From an optimization exercise on the open Yosys and OpenROAD flow, aimed at small area and a short achievable clock period; shortcuts taken in it are not production practice.
In this exercise RTL edits were held to simulation tests only and were not proved equivalent to the original.
Power figures rest on the tool's default switching activity, not on a simulated workload.

### design/flow/config.mk
export PLATFORM = sky130hd
export DESIGN_NAME = insn_fetch
export DESIGN_NICKNAME = insn_fetch
export VERILOG_FILES = /design/flow/design.v
export SDC_FILE = /design/flow/constraint.sdc
export NUM_CORES = 4
export LEC_CHECK = 0
export ABC_AREA = 1
export CAP_MARGIN = 20
export CORE_AREA = 3 3 497 81
export DIE_AREA = 0 0 500 84
export PLACE_DENSITY = 0.8
export SETUP_SLACK_MARGIN = 2.9
export SLEW_MARGIN = 20
export BUFFER_PORTS_ARGS = -buffer_cell sky130_fd_sc_hd__buf_1
export CTS_ARGS = -sink_clustering_enable -repair_clock_nets -sink_clustering_size 24 -sink_clustering_max_diameter 80 -buf_list sky130_fd_sc_hd__clkbuf_8 -dont_use_dummy_load
### design/flow/constraint.sdc
create_clock -name core_clock -period 8.0 [get_ports {clock}]
set_input_delay 1.6000 -clock core_clock [delete_from_list [all_inputs] [get_ports {clock}]]
set_output_delay 1.6000 -clock core_clock [all_outputs]
set_load 0.01 [all_outputs]
### design/flow/design.v
`timescale 1ns/1ps
`default_nettype none
module lane_predecode (
    input  logic [32-1:0] insn,
    output logic             jal,
    output logic             jalr,
    output logic             cond_branch
);
    assign jal         = insn[6:0] == 7'b1101111;
    assign jalr        = insn[6:0] == 7'b1100111;
    assign cond_branch = (insn[6:0] == 7'b1100011) & (insn[14:13] != 2'b01);
endmodule
`default_nettype wire
`timescale 1ns/1ps
`default_nettype none
module sk_add #(
    parameter int W = 32
) (
    input  logic [W-1:0] a,
    input  logic [W-1:0] b,
    output logic [W-1:0] y
);
    localparam int L = $clog2(W);
    logic [W-1:0] p [0:L];
    logic [W-1:0] g [0:L];
    assign p[0] = a ^ b;
    assign g[0] = a & b;
    for (genvar l = 0; l < L; l++) begin : g_lvl
        for (genvar i = 0; i < W; i++) begin : g_bit
            if (((i >> l) & 1) == 1) begin : g_op
                localparam int J = ((i >> l) << l) - 1;
                assign g[l+1][i] = g[l][i] | (p[l][i] & g[l][J]);
                assign p[l+1][i] = p[l][i] & p[l][J];
            end else begin : g_pass
                assign g[l+1][i] = g[l][i];
                assign p[l+1][i] = p[l][i];
            end
        end
    end
    assign y = p[0] ^ {g[L][W-2:0], 1'b0};
endmodule
module sk_inc #(
    parameter int W = 32
) (
    input  logic [W-1:0] a,
    input  logic         ci,
    output logic [W-1:0] y
);
    localparam int L = $clog2(W);
    logic [W-1:0] c [0:L];
    assign c[0] = a;
    for (genvar l = 0; l < L; l++) begin : g_lvl
        for (genvar i = 0; i < W; i++) begin : g_bit
            if (((i >> l) & 1) == 1) begin : g_op
                localparam int J = ((i >> l) << l) - 1;
                assign c[l+1][i] = c[l][i] & c[l][J];
            end else begin : g_pass
                assign c[l+1][i] = c[l][i];
            end
        end
    end
    assign y = a ^ ({c[L][W-2:0], 1'b1} & {W{ci}});
endmodule
`default_nettype wire
`timescale 1ns/1ps
`default_nettype none
module insn_fetch (
    input  logic                          clock,
    input  logic                          reset,
    input  logic [2*64-1:0]      data_read,       
    input  logic [1:0]                    return_valid,
    input  logic [2:0]                    insn_taken,      
    input  logic                          resolve_valid,   
    input  logic [32-1:0]              resolve_target,
    output logic [4-1:0]       lane_valid,
    output logic [4*32-1:0] lane_insn,       
    output logic [4*32-1:0] lane_pc,
    output logic [4*32-1:0] lane_npc,
    output logic [4*32-1:0] lane_pred_pc,
    output logic [4-1:0]       lane_jal,
    output logic [4-1:0]       lane_jalr,
    output logic [4-1:0]       lane_branch,
    output logic [4*32-1:0] lane_target,
    output logic [32-1:0]              read_addr,
    output logic                          read_valid
);
    logic [32-1:1] pc_q;
    logic [32-1:0] pc;
    logic [32-1:0] npc;
    logic             stall;
    logic [1:0]       rv_q;           
    logic [3:0][31:0] word;
    assign pc = {pc_q, 1'b0};
    logic [32-1:4] pc_hi;
    logic [32-1:4] pc_hi_inc;
    logic [3:0][31:0] lpc;            
    logic [3:0][31:0] lnpc;           
    assign pc_hi     = pc[32-1:4];
    sk_inc #(.W(32-4)) pc_hi_inc_i (.a(pc_hi), .ci(1'b1), .y(pc_hi_inc));
    logic [2:0] c_m;                  
    assign c_m[0] = pc[3] & pc[2];
    assign c_m[1] = pc[3];
    assign c_m[2] = pc[3] | pc[2];
    assign lpc[0]  = pc;
    assign lpc[1]  = {c_m[0] ? pc_hi_inc : pc_hi, pc[3] ^ pc[2], ~pc[2], pc[1:0]};
    assign lpc[2]  = {c_m[1] ? pc_hi_inc : pc_hi, ~pc[3], pc[2], pc[1:0]};
    assign lpc[3]  = {c_m[2] ? pc_hi_inc : pc_hi, ~(pc[3] ^ pc[2]), ~pc[2], pc[1:0]};
    assign lnpc[0] = lpc[1];
    assign lnpc[1] = lpc[2];
    assign lnpc[2] = lpc[3];
    assign lnpc[3] = {pc_hi_inc, pc[3:0]};
    logic [3:0] jal, jalr, br, ctrl, nz;
    for (genvar k = 0; k < 4; k++) begin : g_lane
        lane_predecode lane_predecode_i (
            .insn        (word[k]),
            .jal         (jal[k]),
            .jalr        (jalr[k]),
            .cond_branch (br[k])
        );
        assign ctrl[k] = jal[k] | jalr[k] | br[k];
        assign nz[k]   = |word[k];
    end
    logic [21:1] immj_q;
    logic [31:0] tgt;
    logic [31:1] tgt_hi;
    sk_add #(.W(31)) tgt_add_i (
        .a ({pc[31:3], 1'b0, pc[1]}),
        .b ({{10{immj_q[21]}}, immj_q}),
        .y (tgt_hi)
    );
    assign tgt = {tgt_hi, 1'b0};
    for (genvar k = 0; k < 4; k++) begin : g_out
        assign lane_insn[32*k +: 32]    = word[k];
        assign lane_pc[32*k +: 32]      = lpc[k];
        assign lane_npc[32*k +: 32]     = lnpc[k];
        assign lane_target[32*k +: 32]  = tgt;
        assign lane_pred_pc[32*k +: 32] = ({32{jal[k]}} & tgt) | ({32{br[k]}} & lnpc[k]);
    end
    assign lane_jal    = jal;
    assign lane_jalr   = jalr;
    assign lane_branch = br;
    logic       go;
    logic [3:0] valid;
    assign go       = ~stall & ~resolve_valid;
    assign valid[0] = go & rv_q[0] & nz[0];
    assign valid[1] = valid[0] & ~ctrl[0] & nz[1] & (~pc[2] | rv_q[1]);
    assign valid[2] = valid[1] & ~ctrl[1] & nz[2] & rv_q[1];
    assign valid[3] = valid[2] & ~ctrl[2] & nz[3] & ~pc[2];
    assign lane_valid = valid;
    logic [3:0] last;                 
    assign last[0] = insn_taken == 3'd1;
    assign last[1] = insn_taken == 3'd2;
    assign last[2] = insn_taken == 3'd3;
    assign last[3] = insn_taken == 3'd4;
    logic hold_set;
    assign hold_set  = |(last & (jalr | br));
    logic [4:0]      itk;             
    logic [4:0]      k_t;             
    logic [4:0]      k_i;             
    logic [4:0][1:0] k_lo;            
    logic            sel_r, sel_t, sel_i, sel_p;
    logic [1:0]      seq_lo;
    for (genvar k = 0; k < 5; k++) begin : g_itk
        assign itk[k] = insn_taken == 3'(k);
    end
    assign k_t = {jal, 1'b0};
    assign k_i = {1'b1, c_m, 1'b0} & ~k_t;
    assign k_lo[0] = pc[3:2];
    assign k_lo[1] = {pc[3] ^ pc[2], ~pc[2]};
    assign k_lo[2] = {~pc[3], pc[2]};
    assign k_lo[3] = {~(pc[3] ^ pc[2]), ~pc[2]};
    assign k_lo[4] = pc[3:2];
    assign sel_r = resolve_valid;
    assign sel_t = ~resolve_valid & |(itk & k_t);
    assign sel_i = ~resolve_valid & |(itk & k_i);
    assign sel_p = ~resolve_valid & ~|(itk & (k_t | k_i));
    always_comb begin
        seq_lo = '0;
        for (int k = 0; k < 5; k++) seq_lo |= {2{itk[k]}} & k_lo[k];
    end
    assign npc[31:4] = ({28{sel_r}} & resolve_target[31:4]) | ({28{sel_t}} & tgt[31:4]) |
                       ({28{sel_i}} & pc_hi_inc) | ({28{sel_p}} & pc_hi);
    assign npc[3:2]  = ({2{sel_r}} & resolve_target[3:2]) | ({2{sel_t}} & tgt[3:2]) |
                       ({2{~sel_r & ~sel_t}} & seq_lo);
    assign npc[1:0]  = ({2{sel_r}} & resolve_target[1:0]) | ({2{sel_t}} & tgt[1:0]) |
                       ({2{~sel_r & ~sel_t}} & pc[1:0]);
    assign read_addr  = {npc[32-1:3], 3'b000};
    assign read_valid = ~stall;
    logic [3:0][31:0] raw;
    logic [3:0]       raw_ctrl;
    logic [3:1]       jsel;
    logic [31:0]      jword;
    logic [1:0]       jidx;
    logic [31:0]      jimm;
    logic [31:0]      imm0;
    logic [21:1]      immj1;
    logic [21:1]      immj_d;
    assign raw = data_read;
    for (genvar j = 0; j < 4; j++) begin : g_raw
        logic r_jal, r_jalr, r_br;
        lane_predecode raw_predecode_i (
            .insn        (raw[j]),
            .jal         (r_jal),
            .jalr        (r_jalr),
            .cond_branch (r_br)
        );
        assign raw_ctrl[j] = r_jal | r_jalr | r_br;
    end
    assign jsel[1] = raw_ctrl[1];
    assign jsel[2] = raw_ctrl[2] & ~raw_ctrl[1];
    assign jsel[3] = raw_ctrl[3] & ~raw_ctrl[2] & ~raw_ctrl[1];
    always_comb begin
        jword = '0;
        for (int j = 1; j < 4; j++) jword |= {32{jsel[j]}} & raw[j];
    end
    assign jidx = {jsel[3] | jsel[2], jsel[3] | jsel[1]};
    assign jimm = jword[3] ? {{12{jword[31]}}, jword[19:12], jword[20], jword[30:21], 1'b0}
                           : {{20{jword[31]}}, jword[7], jword[30:25], jword[11:8], 1'b0};
    assign imm0 = raw[0][3] ? {{12{raw[0][31]}}, raw[0][19:12], raw[0][20], raw[0][30:21], 1'b0}
                            : {{20{raw[0][31]}}, raw[0][7], raw[0][30:25], raw[0][11:8], 1'b0};
    logic [4:2] jlo;
    logic [21:4] jhi;
    assign jlo = {1'b0, jimm[3:2]} + {1'b0, jidx};
    sk_inc #(.W(18)) jhi_inc_i (.a(jimm[21:4]), .ci(jlo[4]), .y(jhi));
    assign immj1 = {jhi, jlo[3:2], jimm[1]};
    assign immj_d = (raw_ctrl[0] & ~npc[2]) ? imm0[21:1] : immj1;
    always_ff @(posedge clock) begin
        immj_q <= immj_d;
    end
    always_ff @(posedge clock) begin
        if (reset) begin
            pc_q  <= '0;
            stall <= 1'b0;
            rv_q  <= '0;
        end else begin
            pc_q  <= npc[32-1:1];
            stall <= resolve_valid ? 1'b0 : (stall | hold_set);
            rv_q  <= return_valid;
        end
    end
    always_ff @(posedge clock) begin
        word[0] <= npc[2] ? data_read[63:32]  : data_read[31:0];
        word[1] <= npc[2] ? data_read[95:64]  : data_read[63:32];
        word[2] <= npc[2] ? data_read[127:96] : data_read[95:64];
        word[3] <= data_read[127:96];
    end
endmodule
`default_nettype wire
### design/flow/flow/run.sh
#!/bin/bash
# Standard ORFS layout, with plain buf_1 cells as the port buffers and a clock
# tree of clkbuf_8 cells. Each ORFS step writes its own log under orfs/logs/;
# make's output goes to make.log.
set -euo pipefail
cat >> config.mk <<'EOC'
export BUFFER_PORTS_ARGS = -buffer_cell sky130_fd_sc_hd__buf_1
export CTS_ARGS = -sink_clustering_enable -repair_clock_nets -sink_clustering_size 24 -sink_clustering_max_diameter 80 -buf_list sky130_fd_sc_hd__clkbuf_8 -dont_use_dummy_load
EOC
bash standard.sh > make.log 2>&1
### design/flow/standard.sh
#!/bin/bash
# synth_recipe.tcl (not shown) runs the flow's synth.tcl, then flattens the netlist and writes it again
# the make line also repeats each setting of config.mk as NAME=value (left out here)
make -C /OpenROAD-flow-scripts/flow DESIGN_CONFIG=/design/flow/config.mk WORK_HOME=/design/flow/orfs CLKGATE_MAP_FILE= SYNTH_SCRIPT=/design/flow/synth_recipe.tcl "${@:-finish}"
==> results of run 1 <==
cell type report:
cell class                      instances  area share [%]
Sequential cell                       183           21.63
Antenna cell                            3         0.04406
Timing Repair inverter                  1         0.06609
Inverter                              254           5.801
Multi-Input combinational cell       1492           45.84
Tap cell                              507           3.723
Timing Repair Buffer                  881           20.88
Clock buffer                           25           2.019
worst max-delay path: stages (launching register included):
cell       delay (ns)
dfxtp_1          0.30
buf_4            0.19
ha_1             0.38
nand2_1          0.15
nor2_1           0.07
a211oi_2         0.21
o31ai_4          0.14
nand3_1          0.13
nand2_4          0.09
fa_2             0.59
inv_1            0.14
o2111ai_1        0.31
buf_4            0.25
metrics by stage:
| step | area (um2) | power [mW] | instances |
|---|---|---|---|
| after global placement | 16040 | 1.907 | 3290 |
| after global routing | 17030 | 2.714 | 3344 |
| after detailed placement | 16040 | 1.909 | 3290 |
| after floorplan | 14470 | 1.633 | 2276 |
| after CTS | 16640 | 2.561 | 3327 |
| final | 17040 | 2.635 | 3346 |
placed cells by master (no fill, tap or decap), types with 6 or more instances in the layout:
| master | netlist | layout |
|---|---|---|
| nor2_2 | 8 | 12 |
| nand2_4 | 2 | 6 |
| nor2_1 | 87 | 84 |
| nand2_2 | 6 | 11 |
| dfxtp_2 | 0 | 8 |
| nand2_1 | 676 | 667 |
| conb_1 | 1 | 19 |
| inv_1 | 238 | 232 |
| buf_4 | 263 | 42 |
| xor2_1 | 12 | 8 |
| nand3_1 | 85 | 81 |
| a31oi_1 | 9 | 9 |
| nand4_1 | 25 | 25 |
| o21ai_1 | 24 | 29 |
| o22ai_1 | 50 | 49 |
| nor3_1 | 24 | 20 |
| inv_2 | 11 | 11 |
| clkbuf_2 | 0 | 9 |
| clkbuf_8 | 0 | 25 |
| a21oi_2 | 0 | 6 |
| dfxtp_1 | 183 | 172 |
| nand3_2 | 6 | 9 |
| buf_1 | 4 | 820 |
| o21ai_0 | 236 | 218 |
| a21oi_1 | 55 | 49 |
| o21ai_2 | 2 | 13 |
| or2_2 | 11 | 11 |
| ha_1 | 39 | 36 |
| o2111ai_1 | 8 | 7 |
| nor4_1 | 34 | 32 |
| a221oi_1 | 10 | 7 |
| a22o_1 | 6 | 6 |
state kept, by name, indices dropped and copies added (netlist names):
register	cells
stall	1
pc_q	31
word	128
immj_q	21
rv_q	2
final timing paths:
path	slack [ns]	end	start
setup / recovery	2.90	read_addr[17]	pc_q[8]
hold / removal	0.56	stall	stall
setup reg to reg	4.39	word[86]	word[101]
hold reg to reg	0.56	stall	stall
kinds of logic (layout without fill, tap and decap cells):
logic type | Yosys count | count (layout) | synth area share, %
AND/OR/NAND/NOR | 983 | 984 | 29.42
AO/OA/AOI/OAI | 427 | 427 | 16.82
buffers and inverters | 602 | 1161 | 23.05
multiplexers | 1 | 1 | 0.06951
flip-flops | 183 | 183 | 25.44
other | 1 | 22 | 0.02604
adder cells (fa/ha/maj) | 44 | 44 | 4.084
XOR/XNOR | 17 | 17 | 1.086
routing by layer:
layer / up-vias / track usage (%) / share of wire, %
met4: 8 / 6.505 / 2.2
li1: 8204 / - / -
met1: 8687 / 52.00 / 41
met3: 194 / 19.71 / 18
met2: 1488 / 48.45 / 38
met5: - / 0.4695 / 0.077
where the power goes:
group | switching, mW | total (mW) | internal [mW]
Combinational | 0.654 | 0.891 | 0.236
Sequential | 0.0887 | 1.08 | 0.991
Clock | 0.385 | 0.665 | 0.280
Total | 1.13 | 2.64 | 1.51
what timing repair did:
action,in CTS,in global routing
gates resized for setup,56,77
buffers inserted,11,15
setup endpoints to repair,216,156
gates cloned,1,1
pin swaps,4,8
==> key figures, run 1 <==
Clock tree
  – Worst skew pair latency: 0.57 ns
  – Hold_buf cts: 0
  – H-tree Lvls: 4
  – CTS tree: done
  – Number of clock sinks: 183
  – Clock buffer depth: 3
  – Reg clk slew, reported paths: 0.10 ns
  – CTS Buf Count: 25
  – Clock root buffer: clkbuf_8

Yosys
  – Mapped Cells: between 2000 and 2500
  – Yosys warning count: 8
  – Synth area leader: dfxtp_1
  – Sequential area share after synthesis: 25.44%
  – Synth cell count leaders: 676 x nand2_1, 263 x buf_4, 238 x inv_1
  – Avg Synthesized Cell Area: 6.377 um2
  – Area contributors post-synth: dfxtp_1 25%, nand2_1 18%, buf_4 14%
  – EDFF count, synth: 0
  – Netlist cell types: 59
  – Most common cell in the netlist: nand2_1
  – Post-synth top area share: between 20% and 30%
  – Main synth FF type: dfxtp_1
  – Post-synthesis cell area: 0.01440 mm2
  – FF+latch count, synth: 183
  – Asr flop ratio synth: 0%

Hold path
  – Worst min-delay path class: reg -> reg
  – Hold depth: 1

Worst setup path
  – Crit-path max FO: 7
  – FF-to-FF path depth: 13
  – Type of origin of the critical path: flip-flop
  – WP data arrival: about 3.5 ns
  – Critical Path Sink Type: output port
  – Critical path class: reg -> out
  – CP required: ~6.4 ns

Drt
  – Detail Route Antenna Nets: 0
  – Drt wl/cell: 24.78 um
  – Drc violations: 0
  – First-pass DRT Iterations: 10
  – WL final: ~83 mm
  – Vias per cell: ~5.6
  – Vias: 18580
  – Initial DRC count: 3471

Finish
  – Finished Core Util: 47.01%
  – Share of cells above drive strength 1: 8.039%
  – Register area: between 0.003 and 0.004 mm2
  – Area of the multi-input gates: 0.007811 mm2
  – Synth-to-Final Area Change: 18.32%
  – Fillers: 3840
  – Final nets: just over 3000

Floorplanning
  – Core region area: 0.03625 mm2
  – # IOs: 857
  – Die X: roughly 500 um
  – Die area: ~0.042 mm2
  – Die height: 84 um
  – Initial Util: 39.73%
  – Rows: 27

STA
  – Final hold vios: 0
  – Final Worst Setup Slack: 2.895 ns
  – Crit share post-route: 63.81%
  – Worst Tran Pin Value: 1.088 ns
  – Setup_tns: 0 ns
  – Max_slew headroom: 26.87%
  – Tmin final: 5.105 ns
  – Max Clk Rate: 195.9 MHz
  – Final Setup Violations: 0
  – Clock skew: 0.05640 ns
  – Minimum hold slack: approximately 0.56 ns
  – Slew Viols, Final: 0
  – Unrepaired setup endpoints after global routing: yes

GRT
  – Largest net degree at the start of global routing: 106
  – GRT Residual Overflow: 0
  – Gr usage total: 36.92%
  – Vias in the first global route: around 16000
  – Global-route wire length before repair: 113.3 mm
  – Initial antenna violation count: 5

Pwr
  – Pwr/cell area: 154.7 mW/mm2
  – Leak: 7.546 nW
  – Maximum vdd drop: 0.08124 mV

Status
  – Status: no timing/DRC/antenna violations

Place
  – I/O Buffers: 836
  – Gpl congestion: 1.116
  – DP HPWL: 65.82 mm
  – Pre-CTS setup slack: about 1.8 ns

Flow run
  – MaxCap Viol Count: 0
==> inputs of run 2 (changes only) <==
--- a/design/flow/flow/run.sh
+++ b/design/flow/flow/run.sh
@@ -7,4 +7,5 @@
 export BUFFER_PORTS_ARGS = -buffer_cell sky130_fd_sc_hd__buf_1
 export CTS_ARGS = -sink_clustering_enable -repair_clock_nets -sink_clustering_size 24 -sink_clustering_max_diameter 80 -buf_list sky130_fd_sc_hd__clkbuf_8 -dont_use_dummy_load
+export RECOVER_POWER = 100
 EOC
 bash standard.sh > make.log 2>&1
--- a/design/flow/config.mk
+++ b/design/flow/config.mk
@@ -10,7 +10,8 @@
 export CORE_AREA = 3 3 497 81
 export DIE_AREA = 0 0 500 84
-export PLACE_DENSITY = 0.8
+export PLACE_DENSITY = 0.6
 export SETUP_SLACK_MARGIN = 2.9
 export SLEW_MARGIN = 20
 export BUFFER_PORTS_ARGS = -buffer_cell sky130_fd_sc_hd__buf_1
 export CTS_ARGS = -sink_clustering_enable -repair_clock_nets -sink_clustering_size 24 -sink_clustering_max_diameter 80 -buf_list sky130_fd_sc_hd__clkbuf_8 -dont_use_dummy_load
+export RECOVER_POWER = 100
==> run 2 against run 1 <==
  * Highest routed layer unchanged
  * The layout now fails its checks (capacitance limit, slew limit)
  * Synthesized area unchanged
  * Synthesized cell count did not move
  * Largest power group unchanged
  * Clock power fell by 19%
  * Global-route usage decreased by 1.7 points
  * Sequential share of layout area rose by 0.55 points
  * Non-clock buffer count fell by 8
  * Worst hold slack worse by 0.012 ns
==> key figures, run 2 <==
Floorplanning
  – Initial Util: 39.73% (unchanged)
  – Die X: 500 um (unchanged)
  – Rows: 27 (unchanged)
  – Die height: 84 um (unchanged)
  – Core region area: 0.03625 mm2 (unchanged)
  – # IOs: 857 (unchanged)
  – Die area: 0.04200 mm2 (unchanged)

Worst setup path
  – CP max-delay cell: o21ai_0
  – Crit-path max FO: 32 (+25)
  – CP required: 6.40 ns (about the same)
  – Type of origin of the critical path: flip-flop
  – Buf+Inv Stages, Crit Path: 4 (+1)
  – Critical Path Sink Type: output port
  – Critical path class: reg -> out
  – WP data arrival: 4.86 ns (+1.36 ns)
  – Cell breakdown of the critical path: ha_1, clkbuf_1, inv_1, clkbuf_1, o21ai_0, nand2_1, o21ai_0, buf_1
  – CP max stage delay: 0.92 ns (+0.33 ns)
  – CP top delay family: buffers and inverters

Place
  – Placed Cells: 3287 (-0.091%)
  – DP Area: 0.01603 mm2 (about the same)
  – I/O Buffers: 836 (unchanged)
  – Gpl congestion: 1.016 (-9.0%)
  – DP HPWL: 62.63 mm (-4.8%)

Finish
  – Most common cell after layout, fill and taps aside: buf_1
  – Synth-to-Final Area Change: 14.84%
  – Fillers: 4066 (+5.9%)
  – Register area: 0.003667 mm2 (-0.48%)
  – Max reg flops: 128 (unchanged)
  – Largest Register: word
  – Finished Core Util: 45.62% (-1.4 points)
  – Area of the multi-input gates: 0.007604 mm2 (-2.7%)
  – Most frequent cells in the layout: 808 x buf_1, 677 x nand2_1, 259 x o21ai_0
  – Final non-filler cell total: 3330 (-0.48%)
  – Share of cells above drive strength 1: 4.362% (-3.7 points)
  – Final Cell Area: 0.01654 mm2 (-2.9%)
  – Final nets: 3034 (-0.52%)
  – Biggest regs: word x128, pc_q x31, immj_q x21

Status
  – Status: finished with violations
  – Layout check faults: capacitance limit, slew limit

Pwr
  – Pwr/cell area: 148.4 mW/mm2 (-4.1%)
  – Leak: 7.335 nW (-2.8%)
  – Overall power: 2.454 mW (-6.9%)
  – Maximum vdd drop: 0.1248 mV (+54%)

Drt
  – Vias: 18130 (-2.4%)
  – Vias per cell: 5.445 (-2.0%)
  – Met2 routed WL: 31.41 mm (-1.6%)
  – Detail Route Antenna Nets: 0 (unchanged)
  – Metal3 WL: 12.26 mm (-17%)
  – WL final: 78.56 mm (-5.3%)
  – Drc violations: 0 (unchanged)
  – Metal-1 WL: 33.85 mm (-1.5%)
  – Drt wl/cell: 23.59 um (-4.8%)
  – Top layer in use: met5
  – Initial DRC count: 2477 (-29%)
  – First-pass DRT Iterations: 7 (-3)

STA
  – Tmin final: 6.461 ns (+1.357 ns)
  – Unrepaired setup endpoints after global routing: yes
  – Max_slew headroom: -50.02% (-77 points)
  – Slew Viols, Final: 284 (+284)
  – Crit share post-route: 80.77% (+17 points)
  – Setup_tns: 0 ns (unchanged)
  – Clock skew: 0.04348 ns (-0.01292 ns)
  – Worst Tran Pin Value: 2.250 ns (+1.163 ns)
  – Final Setup Violations: 0 (unchanged)
  – Max Clk Rate: 154.8 MHz (-21%)
  – Final hold vios: 0 (unchanged)

Yosys
  – Yosys warning count: 8 (unchanged)
  – Synth area leader: dfxtp_1
  – Main combinational cell family by area after synthesis: simple AND/OR/NAND/NOR gates
  – Asr flop ratio synth: 0% (unchanged)
  – Area contributors post-synth: dfxtp_1 25%, nand2_1 18%, buf_4 14%
  – Most common cell in the netlist: nand2_1
  – Xor and xnor area share after synthesis: 1.086% (unchanged)
  – Main synth FF type: dfxtp_1
  – Sequential area share after synthesis: 25.44% (unchanged)
  – Synth cell count leaders: 676 x nand2_1, 263 x buf_4, 238 x inv_1
  – Avg Synthesized Cell Area: 6.377 um2 (unchanged)
  – EDFF count, synth: 0 (unchanged)
  – Mux cell area share after synthesis: 0.06951% (unchanged)
  – Post-synthesis cell area: 0.01440 mm2 (unchanged)
  – Netlist cell types: 59 (unchanged)
  – Post-Synth Simple-Gate Area: 29.42% (unchanged)
  – Post-synth top area share: 25.44% (unchanged)
  – FF+latch count, synth: 183 (unchanged)
  – Mapped Cells: 2258 (unchanged)
  – Post-Synth Adder-Cell Area: 4.084% (unchanged)
  – Synth Area in Compound Gates: 16.82% (unchanged)

Clock tree
  – CTS Buf Count: 17 (-32%)
  – Clock buffer depth: 2 (-1)
  – Number of clock sinks: 183 (unchanged)
  – Clock root buffer: clkbuf_8
  – CTS tree: done
  – H-tree Lvls: 4 (unchanged)
  – Worst skew pair latency: 0.53 ns (-0.04 ns)
  – Reg clk slew, reported paths: 0.11 ns (about the same)

GRT
  – Largest net degree at the start of global routing: 89 (-16%)
  – Vias in the first global route: 15580 (-0.43%)
  – Initial antenna violation count: 1 (-4)
  – GRT Residual Overflow: 0 (unchanged)
  – Gr usage total: 35.25% (-1.7 points)
  – Global-route wire length before repair: 108.9 mm (-4.0%)

Flow run
  – MaxCap Viol Count: 8 (+8)

Hold path
  – Worst min-delay path class: reg -> reg
[run 2: cell types whose count changed in the layout (fill, tap and decap cells not counted), sizes merged]
cell,previous run,this run
buf,871,829
inv,245,247
clkinvlp,5,2
clkbuf,35,61
nand2,684,685
[run 2: worst register-to-register path, delay by kind of cell, from the launching register on]
| family | cells | cell delay, ns |
|---|---|---|
| flip-flops | 1 | 0.40 |
| buffers and inverters | 5 | 2.80 |
| AND/OR/NAND/NOR | 7 | 1.50 |
| AO/OA/AOI/OAI | 2 | 0.75 |
[run 2: per-layer routing]
metal / GRT usage [%] / up-vias
li1: - / 8179
met1: 50.93 / 8667
met2: 48.26 / 1190
met3: 15.13 / 93
met4: 4.777 / 2
met5: 0 / -
[run 2: power breakdown]
group          total (mW)  leakage (nW)  internal (mW)  switching, mW
registers            1.08          1.53          0.991         0.0902
logic               0.833          5.68          0.226          0.607
clock network       0.540         0.122          0.188          0.351
[run 2: worst paths after layout]
kind / start / to / slack [ns] / cells past startpoint
worst min-delay path: stall / stall / 0.55 / 1
worst max-delay path: pc_q[3] / lane_pred_pc[22] / 1.54 / 8
worst max register to register: word[101] / word[89] / 2.43 / 14
worst min register to register: stall / stall / 0.55 / 1
[run 2: kinds of logic (layout without fill, tap and decap cells)]
group                    Yosys count  in the layout
adder cells (fa/ha/maj)           44             44
flip-flops                       183            183
buffers and inverters            602           1144
multiplexers                       1              1
XOR/XNOR                          17             17
AO/OA/AOI/OAI                    427            427
AND/OR/NAND/NOR                  983            985
other                              1             22
[run 2: timing repair]
item	in CTS	in global routing
resized for setup	52	59
hold buffers	0	0
setup buffers	8	13
pin swaps	5	8
cloned	1	1
setup endpoints to repair	259	147
[run 2: per-stage QoR]
step                      setup WS [ns]  hold slack [ns]
after floorplan                   3.435           0.4840
after global placement            1.817           0.5003
after detailed placement          1.739           0.5087
after CTS                         2.781           0.5311
after global routing              1.454           0.5640
final                             1.539           0.5520
[run 2: cell type report]
class                           count  area share [%]
Timing Repair Buffer              873           20.66
Inverter                          254           5.894
Antenna cell                        3         0.04540
Multi-Input combinational cell   1493           45.98
Tap cell                          507           3.836
Clock buffer                       17           1.415
Sequential cell                   183           22.18
==> inputs of run 3 (changes only) <==
--- a/design/flow/flow/run.sh
+++ b/design/flow/flow/run.sh
@@ -7,5 +7,4 @@
 export BUFFER_PORTS_ARGS = -buffer_cell sky130_fd_sc_hd__buf_1
 export CTS_ARGS = -sink_clustering_enable -repair_clock_nets -sink_clustering_size 24 -sink_clustering_max_diameter 80 -buf_list sky130_fd_sc_hd__clkbuf_8 -dont_use_dummy_load
-export RECOVER_POWER = 100
 EOC
 bash standard.sh > make.log 2>&1
--- a/design/flow/config.mk
+++ b/design/flow/config.mk
@@ -15,3 +15,2 @@
 export BUFFER_PORTS_ARGS = -buffer_cell sky130_fd_sc_hd__buf_1
 export CTS_ARGS = -sink_clustering_enable -repair_clock_nets -sink_clustering_size 24 -sink_clustering_max_diameter 80 -buf_list sky130_fd_sc_hd__clkbuf_8 -dont_use_dummy_load
-export RECOVER_POWER = 100
==> run 3 against run 2 <==
  * Now clean on timing, DRC and antenna
  * Maximum frequency increased by 29%
  * Synthesized area is the same
  * Sequential share of layout area is 0.34 points lower
  * Synthesized cell count did not move
  * Setup slack improved by 1.4 ns
  * First-iteration DRC count is 2.1% lower
  * Global-route usage unchanged
  * Routed wire length about the same
  * Clock skew about the same
  * Utilization increased by 0.91 points
  * Critical endpoint is now lane_pred_pc[113]
  * Highest routed layer unchanged
==> key figures, run 3 <==
Status
  – Status: no timing/DRC/antenna violations

STA
  – Crit share post-route: 62.81% (-18 points)
  – Final Setup Violations: 0 (unchanged)
  – Setup_tns: 0 ns (unchanged)
  – Final hold vios: 0 (unchanged)
  – Slew Viols, Final: 0 (-100%)
  – Worst Tran Pin Value: 1.003 ns (-1.247 ns)
  – Max_slew headroom: 32.61% (+83 points)
  – Tmin final: 5.025 ns (-1.437 ns)
  – Unrepaired setup endpoints after global routing: yes
  – Clock skew: 0.04386 ns (+0.0003768 ns)
  – Max Clk Rate: 199.0 MHz (+29%)

Finish
  – Finished Core Util: 46.53% (+0.91 points)
  – Biggest regs: word x128, pc_q x31, immj_q x21
  – Final Cell Area: 0.01687 mm2 (+2.0%)
  – Final nets: 3034 (unchanged)
  – Most common cell after layout, fill and taps aside: buf_1
  – Largest Register: word
  – Synth-to-Final Area Change: 17.13%
  – Max reg flops: 128 (unchanged)
  – Most frequent cells in the layout: 827 x buf_1, 668 x nand2_1, 235 x inv_1
  – Share of cells above drive strength 1: 6.986% (+2.6 points)

Drt
  – Detail Route Antenna Nets: 0 (unchanged)
  – Vias: 18110 (-0.13%)
  – First-pass DRT Iterations: 7 (unchanged)
  – Vias per cell: 5.438 (-0.13%)
  – WL final: 78.53 mm (about the same)
  – Drt wl/cell: 23.58 um (about the same)
  – Drc violations: 0 (unchanged)
  – Initial DRC count: 2426 (-2.1%)

GRT
  – Vias in the first global route: 15580 (unchanged)
  – Largest net degree at the start of global routing: 89 (unchanged)
  – GRT Residual Overflow: 0 (unchanged)
  – Initial antenna violation count: 1 (unchanged)
  – Gr usage total: 35.25% (unchanged)
  – Global-route wire length before repair: 108.9 mm (unchanged)

Worst setup path
  – Critical path endpoint: lane_pred_pc[113]
  – Reg2reg end: immj_q[21]
  – Flop-to-flop setup slack: 3.92 ns (+1.49 ns)
  – Worst r2r src: word[69]
  – CP required: 6.40 ns (about the same)
  – Type of origin of the critical path: flip-flop
  – FF-to-FF path depth: 13 (-1)
  – Crit path from: pc_q[1]
  – Critical Path Sink Type: output port
  – Critical path class: reg -> out
  – WP data arrival: 3.42 ns (-1.44 ns)
  – Crit-path max FO: 10 (-69%)

Pwr
  – Pwr/cell area: 146.4 mW/mm2 (-1.3%)
  – Leak: 7.460 nW (+1.7%)
  – Maximum vdd drop: 0.1232 mV (-1.3%)

Floorplanning
  – Core region area: 0.03625 mm2 (unchanged)
  – Initial Util: 39.73% (unchanged)
  – Die height: 84 um (unchanged)
  – # IOs: 857 (unchanged)
  – Die area: 0.04200 mm2 (unchanged)
  – Rows: 27 (unchanged)
  – Die X: 500 um (unchanged)

Yosys
  – Asr flop ratio synth: 0% (unchanged)
  – Synth area leader: dfxtp_1
  – Post-synthesis cell area: 0.01440 mm2 (unchanged)
  – EDFF count, synth: 0 (unchanged)
  – Synth cell count leaders: 676 x nand2_1, 263 x buf_4, 238 x inv_1
  – Netlist cell types: 59 (unchanged)
  – Mapped Cells: 2258 (unchanged)
  – Post-synth top area share: 25.44% (unchanged)
  – Avg Synthesized Cell Area: 6.377 um2 (unchanged)
  – Sequential area share after synthesis: 25.44% (unchanged)
  – Most common cell in the netlist: nand2_1
  – Yosys warning count: 8 (unchanged)
  – Main synth FF type: dfxtp_1
  – Area contributors post-synth: dfxtp_1 25%, nand2_1 18%, buf_4 14%
  – FF+latch count, synth: 183 (unchanged)

Clock tree
  – CTS Buf Count: 17 (unchanged)
  – Reg clk slew, reported paths: 0.11 ns (about the same)
  – Clock buffer depth: 2 (unchanged)
  – Number of clock sinks: 183 (unchanged)
  – H-tree Lvls: 4 (unchanged)
  – Worst skew pair latency: 0.52 ns (about the same)
  – CTS tree: done
  – Clock root buffer: clkbuf_8

Place
  – Gpl congestion: 1.016 (unchanged)
  – I/O Buffers: 836 (unchanged)
  – DP HPWL: 62.63 mm (unchanged)
  – DP Area: 0.01603 mm2 (unchanged)

Flow run
  – MaxCap Viol Count: 0 (-8)

Hold path
  – Worst min-delay path class: reg -> reg
run 3: cell count changes in the layout (fill, tap and decap cells not counted), sizes merged:
cell    delta
clkbuf    -36
clkinv     -2
buf       +36
inv        +2
run 3: power by group:
group / switching [mW] / internal, mW / leakage [nW]
combinational: 0.614 / 0.231 / 5.80
clock: 0.353 / 0.189 / 0.122
sequential: 0.0907 / 0.991 / 1.54
run 3: routing by layer:
layer	share of wire (%)	global-route usage, %	routed length [um]	up-vias
met3	15	15.13	11820	86
met5	0.13	0	101	-
met1	44	50.93	34180	8696
li1	-	-	-	8177
met2	40	48.26	31570	1146
met4	1.1	4.777	852	2
run 3: worst min path at each step:
stage                     depth (start not counted)  startpoint  slack [ns]     to
after floorplan                                   1       stall        0.48  stall
after global placement                            1       stall        0.50  stall
after detailed placement                          1       stall        0.51  stall
after CTS                                         1       stall        0.53  stall
after global routing                              1       stall        0.56  stall
final                                             1       stall        0.55  stall
run 3: kinds of logic (layout without fill, tap and decap cells):
kind of cell / after synthesis / after routing / share of synthesized area, %
other cells: 1 / 22 / 0.02604
compound gates: 427 / 427 / 16.82
mux: 1 / 1 / 0.06951
xor+xnor: 17 / 17 / 1.086
buf+inv: 602 / 1144 / 23.05
flops: 183 / 183 / 25.44
simple gates: 983 / 985 / 29.42
fa+ha+maj: 44 / 44 / 4.084
run 3: what timing repair did:
item / 4_1_cts / 5_1_grt
setup endpoints to repair: 259 / 147
pin swaps: 5 / 8
gates cloned: 1 / 1
setup buffers: 8 / 13
gates resized for setup: 52 / 59
hold buffers: 0 / 0
run 3: metrics by stage:
| step | total power [mW] | hold WS, ns | instances | worst slack (ns) |
|---|---|---|---|---|
| 6_report | 2.469 | 0.5451 | 3330 | 2.976 |
| 5_1_grt | 2.572 | 0.5640 | 3330 | 2.843 |
| 4_1_cts | 2.427 | 0.5311 | 3313 | 2.781 |
| 3_5_place_dp | 1.888 | 0.5087 | 3287 | 1.739 |
| 3_3_place_gp | 1.882 | 0.5003 | 3286 | 1.817 |
| 2_1_floorplan | 1.633 | 0.4840 | 2276 | 3.435 |
run 3: worst max-delay path, stage by stage (launching register included):
cell      delay, ns
dfxtp_2        0.39
ha_1           0.21
ha_1           0.21
inv_1          0.10
nor2_1         0.08
a211oi_4       0.33
o31ai_4        0.12
nand3_2        0.17
nand2_4        0.15
fa_2           0.57
inv_1          0.10
o22ai_1        0.27
clkbuf_2       0.19
run 3: area by class of cell:
class / instances / area (um2)
multi-input combinational: 1493 / 7840
tap: 507 / 634.4
sequential: 183 / 3684
timing repair buffer: 873 / 3493
antenna: 3 / 7.507
fill: 3999 / 19380
inverter: 254 / 974.7
clock buffer: 17 / 234.0
==> inputs of run 4 (changes only) <==
--- a/design/flow/config.mk
+++ b/design/flow/config.mk
@@ -11,5 +11,5 @@
 export DIE_AREA = 0 0 500 84
 export PLACE_DENSITY = 0.6
-export SETUP_SLACK_MARGIN = 2.9
+export SETUP_SLACK_MARGIN = 3.0
 export SLEW_MARGIN = 20
 export BUFFER_PORTS_ARGS = -buffer_cell sky130_fd_sc_hd__buf_1
==> run 4 against run 3 <==
  * Via count rose by 1.2%
  * Utilization rose by 0.73 points
  * Combinational power rose by 2%
  * Routed wire length rose by 0.40%
  * Sequential cell count did not move
  * Clock-buffer cell count did not move
  * Critical path depth did not move
  * Clock power barely moved
  * Sequential power barely moved
  * Global-route usage rose by 0.17 points
  * Sequential share of layout area fell by 0.25 points
  * First-iteration DRC count rose by 7.8%
  * Largest power group unchanged
==> key figures, run 4 <==
Status
  – Status: no timing/DRC/antenna violations

STA
  – Crit share post-route: 62.67% (-0.14 points)
  – Max_slew headroom: 36.46% (+3.8 points)
  – Clock skew: 0.04256 ns (-0.001294 ns)
  – Setup_tns: 0 ns (unchanged)
  – Final Worst Setup Slack: 2.987 ns (+0.01104 ns)
  – Final hold vios: 0 (unchanged)
  – Unrepaired setup endpoints after global routing: yes
  – Worst Tran Pin Value: 0.9459 ns (-0.05721 ns)
  – Max Clk Rate: 199.5 MHz (+0.22%)
  – Tmin final: 5.013 ns (-0.01104 ns)
  – Slew Viols, Final: 0 (unchanged)
  – Final Setup Violations: 0 (unchanged)

Clock tree
  – Worst skew pair latency: 0.53 ns (about the same)
  – H-tree Lvls: 4 (unchanged)
  – CTS Buf Count: 17 (unchanged)
  – Number of clock sinks: 183 (unchanged)
  – Clock buffer depth: 2 (unchanged)
  – Reg clk slew, reported paths: 0.10 ns (about the same)
  – CTS tree: done
  – Clock root buffer: clkbuf_8
  – Hold_buf cts: 0 (unchanged)

Place
  – Pre-CTS setup slack: 1.739 ns (unchanged)
  – I/O Buffers: 836 (unchanged)
  – DP HPWL: 62.63 mm (unchanged)
  – DP Area: 0.01603 mm2 (unchanged)
  – Gpl congestion: 1.016 (unchanged)

Worst setup path
  – WP data arrival: 3.41 ns (about the same)
  – Cell breakdown of the critical path: buf_4, inv_4, nor2_4, nand2_2, o22ai_2, nor2_4, o21ai_2, nand2_4, inv_8, nand2_1, o2111ai_1, buf_1
  – Crit-path max FO: 25 (+15)
  – Buf+Inv Stages, Crit Path: 4 (+1)
  – CP max-delay cell: nor2_4
  – Critical Path Sink Type: output port
  – Critical path class: in -> out
  – CP required: 6.40 ns (about the same)
  – CP max stage delay: 0.30 ns (-0.27 ns)
  – Worst r2r src: word[69]
  – Crit path from: insn_taken[1]
  – Type of origin of the critical path: input port
  – CP top delay family: simple AND/OR/NAND/NOR gates
  – Most frequent CP cell: nor2_4

Drt
  – WL final: 78.84 mm (+0.40%)
  – Initial DRC count: 2615 (+7.8%)
  – Vias per cell: 5.491 (+0.99%)
  – Drc violations: 0 (unchanged)
  – First-pass DRT Iterations: 6 (-1)
  – Drt wl/cell: 23.63 um (+0.19%)
  – Vias: 18330 (+1.2%)
  – Detail Route Antenna Nets: 0 (unchanged)

Yosys
  – Synth area leader: dfxtp_1
  – Mapped Cells: 2258 (unchanged)
  – Post-synthesis cell area: 0.01440 mm2 (unchanged)
  – Netlist cell types: 59 (unchanged)
  – Asr flop ratio synth: 0% (unchanged)
  – Post-synth top area share: 25.44% (unchanged)
  – EDFF count, synth: 0 (unchanged)
  – Avg Synthesized Cell Area: 6.377 um2 (unchanged)
  – Area contributors post-synth: dfxtp_1 25%, nand2_1 18%, buf_4 14%
  – Yosys warning count: 8 (unchanged)
  – Synth cell count leaders: 676 x nand2_1, 263 x buf_4, 238 x inv_1
  – Main synth FF type: dfxtp_1
  – FF+latch count, synth: 183 (unchanged)
  – Most common cell in the netlist: nand2_1
  – Sequential area share after synthesis: 25.44% (unchanged)

Finish
  – Final Cell Area: 0.01713 mm2 (+1.6%)
  – Share of cells above drive strength 1: 8.487% (+1.5 points)
  – Most common cell after layout, fill and taps aside: buf_1
  – Max reg flops: 128 (unchanged)
  – Final nets: 3042 (+0.26%)
  – Biggest regs: word x128, pc_q x31, immj_q x21
  – Fillers: 3989 (-0.25%)
  – Largest Register: word
  – Most frequent cells in the layout: 817 x buf_1, 664 x nand2_1, 233 x inv_1
  – Synth-to-Final Area Change: 18.97%
  – Finished Core Util: 47.26% (+0.73 points)

Floorplanning
  – Die X: 500 um (unchanged)
  – Initial Util: 39.73% (unchanged)
  – Core region area: 0.03625 mm2 (unchanged)
  – Rows: 27 (unchanged)
  – Die area: 0.04200 mm2 (unchanged)
  – # IOs: 857 (unchanged)
  – Die height: 84 um (unchanged)

GRT
  – Gr usage total: 35.41% (+0.17 points)
  – Largest net degree at the start of global routing: 89 (unchanged)
  – GRT Residual Overflow: 0 (unchanged)
  – Vias in the first global route: 15660 (+0.54%)
  – Global-route wire length before repair: 109.4 mm (+0.51%)
  – Initial antenna violation count: 1 (unchanged)

Pwr
  – Pwr/cell area: 145.2 mW/mm2 (-0.83%)
  – Maximum vdd drop: 0.1219 mV (-1.0%)
  – Leak: 7.584 nW (+1.6%)

Flow run
  – MaxCap Viol Count: 0 (unchanged)

Hold path
  – Worst min-delay path class: reg -> reg
  – Worst min-delay path startpoint: stall
run 4: cell counts after synthesis:
Identical to the previous run, type by type.
run 4: kinds of logic after synthesis:
| group | synth area share (%) |
|---|---|
| AND/OR/NAND/NOR | 29.42 |
| buffers and inverters | 23.05 |
| multiplexers | 0.06951 |
| adder cells (fa/ha/maj) | 4.084 |
| AO/OA/AOI/OAI | 16.82 |
| flip-flops | 25.44 |
| other | 0.02604 |
| XOR/XNOR | 1.086 |
run 4: worst paths after layout:
path                       end  slack (ns)  cells past startpoint
hold / removal           stall        0.54                      1
hold reg to reg          stall        0.54                      1
setup reg to reg    immj_q[21]        3.91                     13
setup / recovery  read_addr[5]        2.99                     12
run 4: per-layer routing:
metal / share of wire [%] / vias up / track usage (%)
met5: 0 / - / 0
met4: 1.3 / 0 / 5.398
met3: 15 / 110 / 14.74
met2: 40 / 1238 / 48.13
met1: 44 / 8783 / 51.51
li1: - / 8194 / -
run 4: final cells by class:
type / instances / area (um2) / area share, %
Clock buffer: 17 / 234.0 / 1.366
Timing Repair Buffer: 882 / 3575 / 20.87
Antenna cell: 2 / 5.005 / 0.02921
Multi-Input combinational cell: 1492 / 8001 / 46.71
Tap cell: 507 / 634.4 / 3.703
Sequential cell: 183 / 3699 / 21.59
Inverter: 254 / 983.4 / 5.741
run 4: repair_timing:
item	in CTS	in global routing
gates cloned	1	1
pin swaps	9	9
setup endpoints to repair	293	170
resized for setup	72	109
buffers inserted	17	12
run 4: where the power goes:
| group | switching, mW | internal, mW | leakage, nW | total (mW) |
|---|---|---|---|---|
| clock network | 0.354 | 0.189 | 0.122 | 0.543 |
| registers | 0.0913 | 0.991 | 1.54 | 1.08 |
| logic | 0.623 | 0.240 | 5.92 | 0.862 |
| total | 1.07 | 1.42 | 7.58 | 2.49 |
run 4: stage by stage:
step	total power, mW	hold slack (ns)	instances
after floorplan	1.633	0.4840	2276
after global placement	1.882	0.5003	3286
after detailed placement	1.888	0.5087	3287
after CTS	2.432	0.5311	3322
after global routing	2.590	0.5651	3337
final	2.487	0.5433	3337
run 4: worst reg2reg max path: stages (launching register included):
cell,delay [ns]
dfxtp_1,0.44
nand2_1,0.07
nor2_1,0.22
nand2_2,0.39
o22ai_2,0.37
nor2_4,0.11
o21ai_2,0.14
nor2_1,0.10
nand2_2,0.12
nand3_4,0.54
nor2_8,0.59
inv_2,0.26
nand3_1,0.27
nand2_1,0.27
==> inputs of run 5 (changes only) <==
--- a/design/flow/config.mk
+++ b/design/flow/config.mk
@@ -11,5 +11,5 @@
 export DIE_AREA = 0 0 500 84
 export PLACE_DENSITY = 0.6
-export SETUP_SLACK_MARGIN = 3.0
+export SETUP_SLACK_MARGIN = 2.6
 export SLEW_MARGIN = 20
 export BUFFER_PORTS_ARGS = -buffer_cell sky130_fd_sc_hd__buf_1
==> run 5 against run 4 <==
  * Highest routed layer unchanged
  * Clock-buffer cell count is the same
  * Critical path type unchanged
  * Largest cell class unchanged
  * Non-clock buffer count shrank 24
  * Global-route usage shrank 0.29 points
  * Worst hold slack lost 0.0020 ns
  * Utilization shrank 1.7 points
==> key figures, run 5 <==
Status
  – Status: no timing/DRC/antenna violations

Worst setup path
  – WP data arrival: 3.64 ns (+0.23 ns)
  – Critical path class: in -> out
  – Type of origin of the critical path: input port
  – Critical Path Sink Type: output port
  – CP required: 6.40 ns (about the same)
  – Crit-path max FO: 13 (-48%)
  – FF-to-FF path depth: 14 (+1)

Clock tree
  – CTS tree: done
  – Clock buffer depth: 2 (unchanged)
  – Clock root buffer: clkbuf_8
  – Reg clk slew, reported paths: 0.09 ns (about the same)
  – Worst skew pair latency: 0.53 ns (about the same)
  – H-tree Lvls: 4 (unchanged)
  – Number of clock sinks: 183 (unchanged)
  – CTS Buf Count: 17 (unchanged)
  – Hold_buf cts: 0 (unchanged)

Hold path
  – Hold depth: 1 (unchanged)
  – Worst min-delay path class: reg -> reg

STA
  – Worst Tran Pin Value: 1.228 ns (+0.2816 ns)
  – Final Worst Setup Slack: 2.757 ns (-0.2295 ns)
  – Final hold vios: 0 (unchanged)
  – Tmin final: 5.243 ns (+0.2295 ns)
  – Unrepaired setup endpoints after global routing: no
  – Setup_tns: 0 ns (unchanged)
  – Final Setup Violations: 0 (unchanged)
  – Max_slew headroom: 17.48% (-19 points)
  – Crit share post-route: 65.54% (+2.9 points)
  – Max Clk Rate: 190.7 MHz (-4.4%)
  – Slew Viols, Final: 0 (unchanged)
  – Clock skew: 0.04551 ns (+0.002945 ns)

Floorplanning
  – Rows: 27 (unchanged)
  – # IOs: 857 (unchanged)
  – Die X: 500 um (unchanged)
  – Die area: 0.04200 mm2 (unchanged)
  – Core region area: 0.03625 mm2 (unchanged)
  – Die height: 84 um (unchanged)
  – Initial Util: 39.73% (unchanged)

Finish
  – Most frequent cells in the layout: 834 x buf_1, 670 x nand2_1, 236 x inv_1
  – Fillers: 4051 (+1.6%)
  – Final nets: 3018 (-0.79%)
  – Largest Register: word
  – Max reg flops: 128 (unchanged)
  – Most common cell after layout, fill and taps aside: buf_1
  – Synth-to-Final Area Change: 14.61%
  – Biggest regs: word x128, pc_q x31, immj_q x21
  – Share of cells above drive strength 1: 4.993% (-3.5 points)

Yosys
  – Area contributors post-synth: dfxtp_1 25%, nand2_1 18%, buf_4 14%
  – Xor and xnor area share after synthesis: 1.086% (unchanged)
  – Main combinational cell family by area after synthesis: simple AND/OR/NAND/NOR gates
  – Post-synth top area share: 25.44% (unchanged)
  – Post-Synth Simple-Gate Area: 29.42% (unchanged)
  – Synth cell count leaders: 676 x nand2_1, 263 x buf_4, 238 x inv_1
  – Synth Area in Compound Gates: 16.82% (unchanged)
  – Post-Synth Adder-Cell Area: 4.084% (unchanged)
  – Netlist cell types: 59 (unchanged)
  – Mux cell area share after synthesis: 0.06951% (unchanged)
  – Post-synthesis cell area: 0.01440 mm2 (unchanged)
  – Main synth FF type: dfxtp_1
  – Avg Synthesized Cell Area: 6.377 um2 (unchanged)
  – Most common cell in the netlist: nand2_1
  – Sequential area share after synthesis: 25.44% (unchanged)
  – Yosys warning count: 8 (unchanged)
  – FF+latch count, synth: 183 (unchanged)
  – Asr flop ratio synth: 0% (unchanged)
  – Mapped Cells: 2258 (unchanged)
  – EDFF count, synth: 0 (unchanged)
  – Synth area leader: dfxtp_1

Place
  – Gpl congestion: 1.016 (unchanged)
  – DP HPWL: 62.63 mm (unchanged)
  – Pre-CTS setup slack: 1.739 ns (unchanged)
  – I/O Buffers: 836 (unchanged)

Pwr
  – Pwr/cell area: 148.3 mW/mm2 (+2.1%)
  – Maximum vdd drop: 0.1209 mV (-0.81%)
  – Leak: 7.297 nW (-3.8%)

GRT
  – Top Usage Layer GRT: met1
  – GRT Residual Overflow: 0 (unchanged)
  – Global-route wire length before repair: 108.3 mm (-0.98%)
  – Initial antenna violation count: 1 (unchanged)
  – Largest net degree at the start of global routing: 89 (unchanged)
  – GR Util met1: 51.62% (+0.12 points)
  – GR Util met3: 13.85% (-0.89 points)
  – Vias in the first global route: 15470 (-1.2%)
  – Met2 usage: 47.83% (-0.30 points)
  – Gr usage total: 35.12% (-0.29 points)

Drt
  – Drt wl/cell: 23.50 um (-0.55%)
  – Initial DRC count: 2639 (+0.92%)
  – Drc violations: 0 (unchanged)
  – Vias: 17980 (-1.9%)
  – Detail Route Antenna Nets: 0 (unchanged)
  – WL final: 77.87 mm (-1.2%)
  – Vias per cell: 5.426 (-1.2%)
  – First-pass DRT Iterations: 6 (unchanged)

Flow run
  – MaxCap Viol Count: 0 (unchanged)
## run 5: cell counts after synthesis
No cell type changed its count.
## run 5: metrics by stage
step | hold WS (ns) | total power, mW | std cells | utilization [%] | instance area (um2)
6_report | 0.5413 | 2.447 | 3314 | 45.53 | 16500
2_1_floorplan | 0.4840 | 1.633 | 2276 | - | 14470
4_1_cts | 0.5311 | 2.416 | 3307 | 45.09 | 16350
3_5_place_dp | 0.5087 | 1.888 | 3287 | 44.22 | 16030
5_1_grt | 0.5642 | 2.551 | 3314 | 45.53 | 16500
3_3_place_gp | 0.5003 | 1.882 | 3286 | 44.17 | 16010
## run 5: timing repair
action | in CTS | in global routing
setup buffers | 3 | 3
gates resized for setup | 18 | 33
gates cloned | 0 | 1
pin swaps | 0 | 4
setup endpoints to repair | 167 | 97
## run 5: worst max-delay path, stage by stage
cell and delay, ns:
buf_1 0.20, nand3_1 0.22, nor2_1 0.14, inv_1 0.06
nand3_1 0.11, nor3_4 0.09, nand2_4 0.22, clkinvlp_4 0.17
buf_4 0.17, a221oi_1 0.39, nand2_1 0.11, buf_1 0.15
## run 5: path summary, 6_finish.rpt
path | slack (ns) | from | endpoint
setup / recovery | 2.76 | insn_taken[0] | read_addr[24]
hold / removal | 0.54 | stall | stall
setup reg to reg | 3.79 | word[101] | immj_q[21]
hold reg to reg | 0.54 | stall | stall
## run 5: kinds of logic (layout without fill, tap and decap cells)
| group | Yosys count | after routing |
|---|---|---|
| simple gates | 983 | 984 |
| compound gates | 427 | 427 |
| buf+inv | 602 | 1129 |
| fa+ha+maj | 44 | 44 |
| mux | 1 | 1 |
| flops | 183 | 183 |
| xor+xnor | 17 | 17 |
| other cells | 1 | 22 |
## run 5: cell type report
class                   count  area [um2]  area share, %
diodes                      3       7.507        0.04549
clock buffers              17       234.0          1.418
inverters                 254       969.7          5.875
multi-input cells        1492        7642          46.30
flip-flops and latches    183        3674          22.26
well taps                 507       634.4          3.844
repair buffers            858        3343          20.26
## run 5: routing by layer
| metal | vias up | wire length (um) |
|---|---|---|
| li1 | 8142 | - |
| met1 | 8605 | 34530 |
| met2 | 1165 | 31220 |
| met3 | 69 | 11380 |
| met4 | 0 | 730 |
| met5 | - | 0 |
## run 5: where the power goes
group	switching [mW]	internal (mW)	leakage [nW]
clock	0.352	0.189	0.122
combinational	0.603	0.221	5.64
sequential	0.0914	0.991	1.53
==> inputs of run 6 (changes only) <==
--- a/design/flow/config.mk
+++ b/design/flow/config.mk
@@ -11,5 +11,5 @@
 export DIE_AREA = 0 0 500 84
 export PLACE_DENSITY = 0.6
-export SETUP_SLACK_MARGIN = 2.6
+export SETUP_SLACK_MARGIN = 2.7
 export SLEW_MARGIN = 20
 export BUFFER_PORTS_ARGS = -buffer_cell sky130_fd_sc_hd__buf_1
==> run 6 against run 5 <==
  * Largest cell class unchanged
  * Still clean on timing, DRC and antenna
  * Power rose by 0.30%
  * Synthesized area did not move
  * Critical path depth fell by 1
==> key figures, run 6 <==
Status
  – Status: no timing/DRC/antenna violations

GRT
  – Global-route wire length before repair: 108.4 mm (about the same)
  – Vias in the first global route: 15480 (+0.084%)
  – Initial antenna violation count: 1 (unchanged)
  – GRT Residual Overflow: 0 (unchanged)
  – Gr usage total: 35.13% (about the same)
  – Largest net degree at the start of global routing: 89 (unchanged)

Finish
  – Max reg flops: 128 (unchanged)
  – Final nets: 3022 (+0.13%)
  – Largest Register: word
  – Biggest regs: word x128, pc_q x31, immj_q x21
  – Most frequent cells in the layout: 834 x buf_1, 670 x nand2_1, 236 x inv_1
  – Final non-filler cell total: 3318 (+0.12%)
  – Fillers: 4043 (-0.20%)
  – Share of cells above drive strength 1: 5.306% (+0.31 points)
  – Synth-to-Final Area Change: 15.14%
  – Most common cell after layout, fill and taps aside: buf_1
  – Final Cell Area: 0.01658 mm2 (+0.46%)

Floorplanning
  – Initial Util: 39.73% (unchanged)
  – # IOs: 857 (unchanged)
  – Rows: 27 (unchanged)
  – Core region area: 0.03625 mm2 (unchanged)
  – Die area: 0.04200 mm2 (unchanged)
  – Die X: 500 um (unchanged)
  – Die height: 84 um (unchanged)

Drt
  – Drc violations: 0 (unchanged)
  – First-pass DRT Iterations: 8 (+2)
  – Metal3 WL: 11.45 mm (+0.56%)
  – WL final: 77.95 mm (+0.10%)
  – Metal-1 WL: 34.37 mm (-0.45%)
  – Vias: 18100 (+0.66%)
  – Detail Route Antenna Nets: 0 (unchanged)
  – Met2 routed WL: 31.25 mm (about the same)
  – Vias per cell: 5.455 (+0.54%)
  – Initial DRC count: 2611 (-1.1%)
  – Top layer in use: met4
  – Drt wl/cell: 23.49 um (about the same)

Place
  – DP HPWL: 62.63 mm (unchanged)
  – Placed Cells: 3287 (unchanged)
  – I/O Buffers: 836 (unchanged)
  – DP Area: 0.01603 mm2 (unchanged)
  – Pre-CTS setup slack: 1.739 ns (unchanged)
  – Gpl congestion: 1.016 (unchanged)

STA
  – Final Worst Setup Slack: 2.861 ns (+0.1042 ns)
  – Setup_tns: 0 ns (unchanged)
  – Tmin final: 5.139 ns (-0.1042 ns)
  – Worst Tran Pin Value: 1.233 ns (+0.005393 ns)
  – Slew Viols, Final: 0 (unchanged)
  – Max Clk Rate: 194.6 MHz (+2.0%)
  – Final hold vios: 0 (unchanged)
  – Minimum hold slack: 0.5493 ns (+0.007994 ns)
  – Final Setup Violations: 0 (unchanged)
  – Clock skew: 0.04759 ns (+0.002083 ns)
  – Crit share post-route: 64.23% (-1.3 points)
  – Unrepaired setup endpoints after global routing: no
  – Max_slew headroom: 17.12% (-0.36 points)

Clock tree
  – CTS tree: done
  – Number of clock sinks: 183 (unchanged)
  – Clock root buffer: clkbuf_8
  – Reg clk slew, reported paths: 0.09 ns (about the same)
  – H-tree Lvls: 4 (unchanged)
  – Worst skew pair latency: 0.53 ns (about the same)
  – CTS Buf Count: 17 (unchanged)
  – Clock buffer depth: 2 (unchanged)

Yosys
  – Synth area leader: dfxtp_1
  – FF+latch count, synth: 183 (unchanged)
  – Yosys warning count: 8 (unchanged)
  – Netlist cell types: 59 (unchanged)
  – Avg Synthesized Cell Area: 6.377 um2 (unchanged)
  – Main synth FF type: dfxtp_1
  – Asr flop ratio synth: 0% (unchanged)
  – Post-synth top area share: 25.44% (unchanged)
  – Most common cell in the netlist: nand2_1
  – Mapped Cells: 2258 (unchanged)
  – EDFF count, synth: 0 (unchanged)
  – Synth cell count leaders: 676 x nand2_1, 263 x buf_4, 238 x inv_1
  – Sequential area share after synthesis: 25.44% (unchanged)
  – Post-synthesis cell area: 0.01440 mm2 (unchanged)
  – Area contributors post-synth: dfxtp_1 25%, nand2_1 18%, buf_4 14%

Pwr
  – Share of power burned in registers: 44.1% (about the same)
  – Maximum vdd drop: 0.1204 mV (-0.46%)
  – Pwr/cell area: 148.0 mW/mm2 (-0.16%)
  – Leak: 7.335 nW (+0.51%)
  – Comb pwr share: 33.8% (about the same)
  – Clock Power Share: 22.1% (about the same)
  – Switching Power: 1.051 mW (+0.39%)
  – Pint: 1.404 mW (+0.23%)
  – Sw frac: 42.80% (about the same)

Flow run
  – MaxCap Viol Count: 0 (unchanged)

Worst setup path
  – Type of origin of the critical path: flip-flop
  – Critical Path Sink Type: output port
  – CP max-delay cell: fa_1
  – Crit-path max FO: 14 (+1)
  – CP max stage delay: 0.62 ns (+0.23 ns)
  – WP data arrival: 3.54 ns (-0.10 ns)
  – CP top delay family: compound AO/OA/AOI/OAI gates
  – Cell breakdown of the critical path: ha_1, a21oi_1, inv_1, a21oi_1, o21bai_1, a21oi_2, nand2_4, fa_1, inv_1, o22ai_1, buf_1
  – Buf+Inv Stages, Crit Path: 3 (-2)
  – CP required: 6.40 ns (about the same)
  – Critical path class: reg -> out
  – Flop-to-flop setup slack: 3.77 ns (-0.02 ns)

Hold path
  – Worst min-delay path class: reg -> reg
run 6: final timing paths:
| kind | from | endpoint | cells after the start |
|---|---|---|---|
| worst max register to register | word[101] | immj_q[21] | 14 |
| worst min-delay path | stall | stall | 1 |
| worst min register to register | stall | stall | 1 |
| worst max-delay path | pc_q[10] | lane_pred_pc[113] | 11 |
run 6: cell families (layout without fill, tap and decap cells):
kind of cell | after synthesis | in the layout | share of synthesized area [%]
other | 1 | 22 | 0.02604
multiplexers | 1 | 1 | 0.06951
AO/OA/AOI/OAI | 427 | 427 | 16.82
XOR/XNOR | 17 | 17 | 1.086
adder cells (fa/ha/maj) | 44 | 44 | 4.084
buffers and inverters | 602 | 1133 | 23.05
AND/OR/NAND/NOR | 983 | 984 | 29.42
flip-flops | 183 | 183 | 25.44
run 6: layer usage:
metal  up-vias  global-route usage [%]
li1       8151                       -
met1      8684                   51.30
met3        91                   14.51
met2      1174                   47.80
met5         -                       0
met4         0                   4.831
run 6: power by group through the flow:
stage	clock (mW)	combinational (mW)	sequential [mW]
2_1_floorplan	0	0.534	1.10
3_3_place_gp	0	0.787	1.10
3_5_place_dp	0	0.791	1.10
4_1_cts	0.542	0.800	1.08
5_1_grt	0.580	0.888	1.09
6_report	0.543	0.830	1.08
run 6: timing repair:
item / in CTS / in global routing
pin swaps: 1 / 6
setup buffers: 4 / 6
setup endpoints to repair: 195 / 99
gates cloned: 0 / 1
resized for setup: 26 / 34
hold buffers: 0 / 0
run 6: final cells by class:
type | count | area (um2) | share of cell area (%)
multi-input combinational | 1492 | 7681 | 46.33
sequential | 183 | 3680 | 22.19
timing repair buffer | 862 | 3373 | 20.35
inverter | 254 | 969.7 | 5.849
tap | 507 | 634.4 | 3.826
clock buffer | 17 | 234.0 | 1.411
antenna | 3 | 7.507 | 0.04528
run 6: worst register-to-register path: cells and delay by family, from the launching register on:
kind / cells / cell delay [ns]
buffers and inverters: 4 / 1.01
AOI/OAI and AO/OA: 1 / 0.36
DFF: 1 / 0.41
and+or+nand+nor: 9 / 2.29
run 6: metrics by stage:
| stage | total power [mW] | util [%] |
|---|---|---|
| 2_1_floorplan | 1.633 | - |
| 3_3_place_gp | 1.882 | 44.17 |
| 3_5_place_dp | 1.888 | 44.22 |
| 4_1_cts | 2.419 | 45.23 |
| 5_1_grt | 2.557 | 45.74 |
| 6_report | 2.455 | 45.74 |
==> inputs of run 7 (changes only) <==
--- a/design/flow/config.mk
+++ b/design/flow/config.mk
@@ -11,5 +11,5 @@
 export DIE_AREA = 0 0 500 84
 export PLACE_DENSITY = 0.6
-export SETUP_SLACK_MARGIN = 2.7
+export SETUP_SLACK_MARGIN = 2.8
 export SLEW_MARGIN = 20
 export BUFFER_PORTS_ARGS = -buffer_cell sky130_fd_sc_hd__buf_1
==> run 7 against run 6 <==
  * Via count about the same
  * Global-route usage about the same
  * Cell area increased by 0.90%
  * Combinational power increased by 0.7%
  * Largest cell class unchanged
  * Worst hold slack got worse by 0.0079 ns
  * Non-clock buffer count increased by 4
  * Sequential cell count unchanged
  * Maximum frequency increased by 1.2%
==> key figures, run 7 <==
Clock tree
  – Reg clk slew, reported paths: 0.09 ns (about the same)
  – CTS tree: done
  – CTS Buf Count: 17 (unchanged)

Yosys
  – Netlist cell types: 59 (unchanged)
  – Mux cell area share after synthesis: 0.06951% (unchanged)
  – Synth area leader: dfxtp_1
  – Post-synth top area share: 25.44% (unchanged)
  – Avg Synthesized Cell Area: 6.377 um2 (unchanged)
  – Synth Area in Compound Gates: 16.82% (unchanged)
  – Mapped Cells: 2258 (unchanged)
  – Post-Synth Adder-Cell Area: 4.084% (unchanged)
  – Post-Synth Simple-Gate Area: 29.42% (unchanged)
  – Most common cell in the netlist: nand2_1
  – Main combinational cell family by area after synthesis: simple AND/OR/NAND/NOR gates
  – FF+latch count, synth: 183 (unchanged)
  – Main synth FF type: dfxtp_1

STA
  – Max_slew headroom: 22.06% (+4.9 points)
  – Final Setup Violations: 0 (unchanged)
  – Clock skew: 0.04258 ns (-0.005014 ns)

Worst setup path
  – Crit-path max FO: 13 (-1)
  – CP required: 6.40 ns (about the same)
  – Cell breakdown of the critical path: buf_1, inv_1, nor2_1, nand2_2, nor2_4, nor3_4, buf_4, nand2_8, clkinvlp_4, buf_12, a221oi_2, nand2_1, buf_1
  – Critical Path Sink Type: output port
  – WP data arrival: 3.48 ns (-0.06 ns)
  – CP max stage delay: 0.31 ns (-0.31 ns)
  – Buf+Inv Stages, Crit Path: 6 (+3)

Hold path
  – Worst min-delay path startpoint: stall
  – Worst min-delay path class: reg -> reg

Pwr
  – Clock Power Share: 22.0% (about the same)
  – Maximum vdd drop: 0.1221 mV (+1.5%)
  – Overall power: 2.461 mW (+0.26%)

Floorplanning
  – Die height: 84 um (unchanged)
  – # IOs: 857 (unchanged)
  – Rows: 27 (unchanged)
  – Core region area: 0.03625 mm2 (unchanged)
  – Die area: 0.04200 mm2 (unchanged)

Drt
  – Drt wl/cell: 23.52 um (+0.11%)
  – Detail Route Antenna Nets: 0 (unchanged)
  – Vias per cell: 5.445 (-0.19%)
  – Initial DRC count: 2537 (-2.8%)

Flow run
  – MaxCap Viol Count: 0 (unchanged)

Place
  – Gpl congestion: 1.016 (unchanged)

Finish
  – Max reg flops: 128 (unchanged)
  – Synth-to-Final Area Change: 16.17%
  – Final Cell Area: 0.01673 mm2 (+0.90%)
  – Most frequent cells in the layout: 830 x buf_1, 669 x nand2_1, 235 x inv_1

GRT
  – Initial antenna violation count: 1 (unchanged)
  – Largest net degree at the start of global routing: 89 (unchanged)

Status
  – Status: no timing/DRC/antenna violations
==> run 7: cell count changes in the layout (fill, tap and decap cells not counted), sizes merged <==
| cell | before | now |
|---|---|---|
| clkbuf | 19 | 23 |
==> run 7: how the worst max path moves through the flow <==
stage	to	slack (ns)	cells past startpoint	from
floorplan	read_addr[8]	3.43	10	resolve_valid
global placement	read_addr[27]	1.82	11	insn_taken[0]
detailed placement	read_addr[27]	1.74	11	insn_taken[0]
CTS	lane_pred_pc[21]	2.68	14	pc_q[5]
global route	read_addr[17]	2.77	11	pc_q[14]
finish	read_addr[12]	2.92	13	insn_taken[1]
==> run 7: power by group through the flow <==
stage	sequential (mW)	combinational, mW	clock, mW
global route	1.09	0.895	0.580
finish	1.08	0.836	0.543
detailed placement	1.10	0.791	0
CTS	1.08	0.804	0.542
global placement	1.10	0.787	0
floorplan	1.10	0.534	0
==> run 7: routing by layer <==
layer | wire length (um) | GRT usage, % | vias up
met2 | 31430 | 47.92 | 1161
met5 | 0 | 0 | -
met3 | 11820 | 14.77 | 86
met1 | 33980 | 51.15 | 8680
li1 | - | - | 8160
met4 | 908 | 4.912 | 0
==> run 7: cell families (layout without fill, tap and decap cells) <==
kind of cell               Yosys count  after routing
muxes                                1              1
adders and majority gates           44             44
xor gates and xnor gates            17             17
and+or+nand+nor                    983            984
DFF                                183            183
other                                1             22
buffers and inverters              602           1137
AOI/OAI and AO/OA                  427            427
==> run 7: repair_timing <==
action	in CTS	in global routing
gates resized for setup	32	64
endpoints found under the setup margin	225	99
setup buffers	7	7
pin swaps	3	6
cloned	0	1
==> run 7: layout make-up <==
type,instances,area [um2],share of cell area [%]
multi-input combinational,1492,7777,46.49
timing repair buffer,866,3421,20.45
sequential,183,3685,22.03
clock buffer,17,234.0,1.399
inverter,254,969.7,5.797
tap,507,634.4,3.792
antenna,3,7.507,0.04488
==> run 7: through the flow <==
| step | utilization, % | worst slack (ns) | instances |
|---|---|---|---|
| after floorplan | - | 3.435 | 2276 |
| after global placement | 44.17 | 1.817 | 3286 |
| after detailed placement | 44.22 | 1.739 | 3287 |
| after CTS | 45.37 | 2.676 | 3311 |
| after global routing | 46.15 | 2.773 | 3322 |
| final | 46.15 | 2.920 | 3322 |
==> run 7: worst register-to-register path: stages, from the launching register on <==
cell and delay (ns):
dfxtp_1 0.41, inv_1 0.05, nor2_1 0.08, nand2_1 0.12, nor4_4 0.16, buf_4 0.31
inv_2 0.38, o21ai_2 0.41, nor2_1 0.11, nand2_2 0.12, nand3_4 0.55, nor2_8 0.60
inv_2 0.27, nand3_1 0.29, nand2_1 0.28
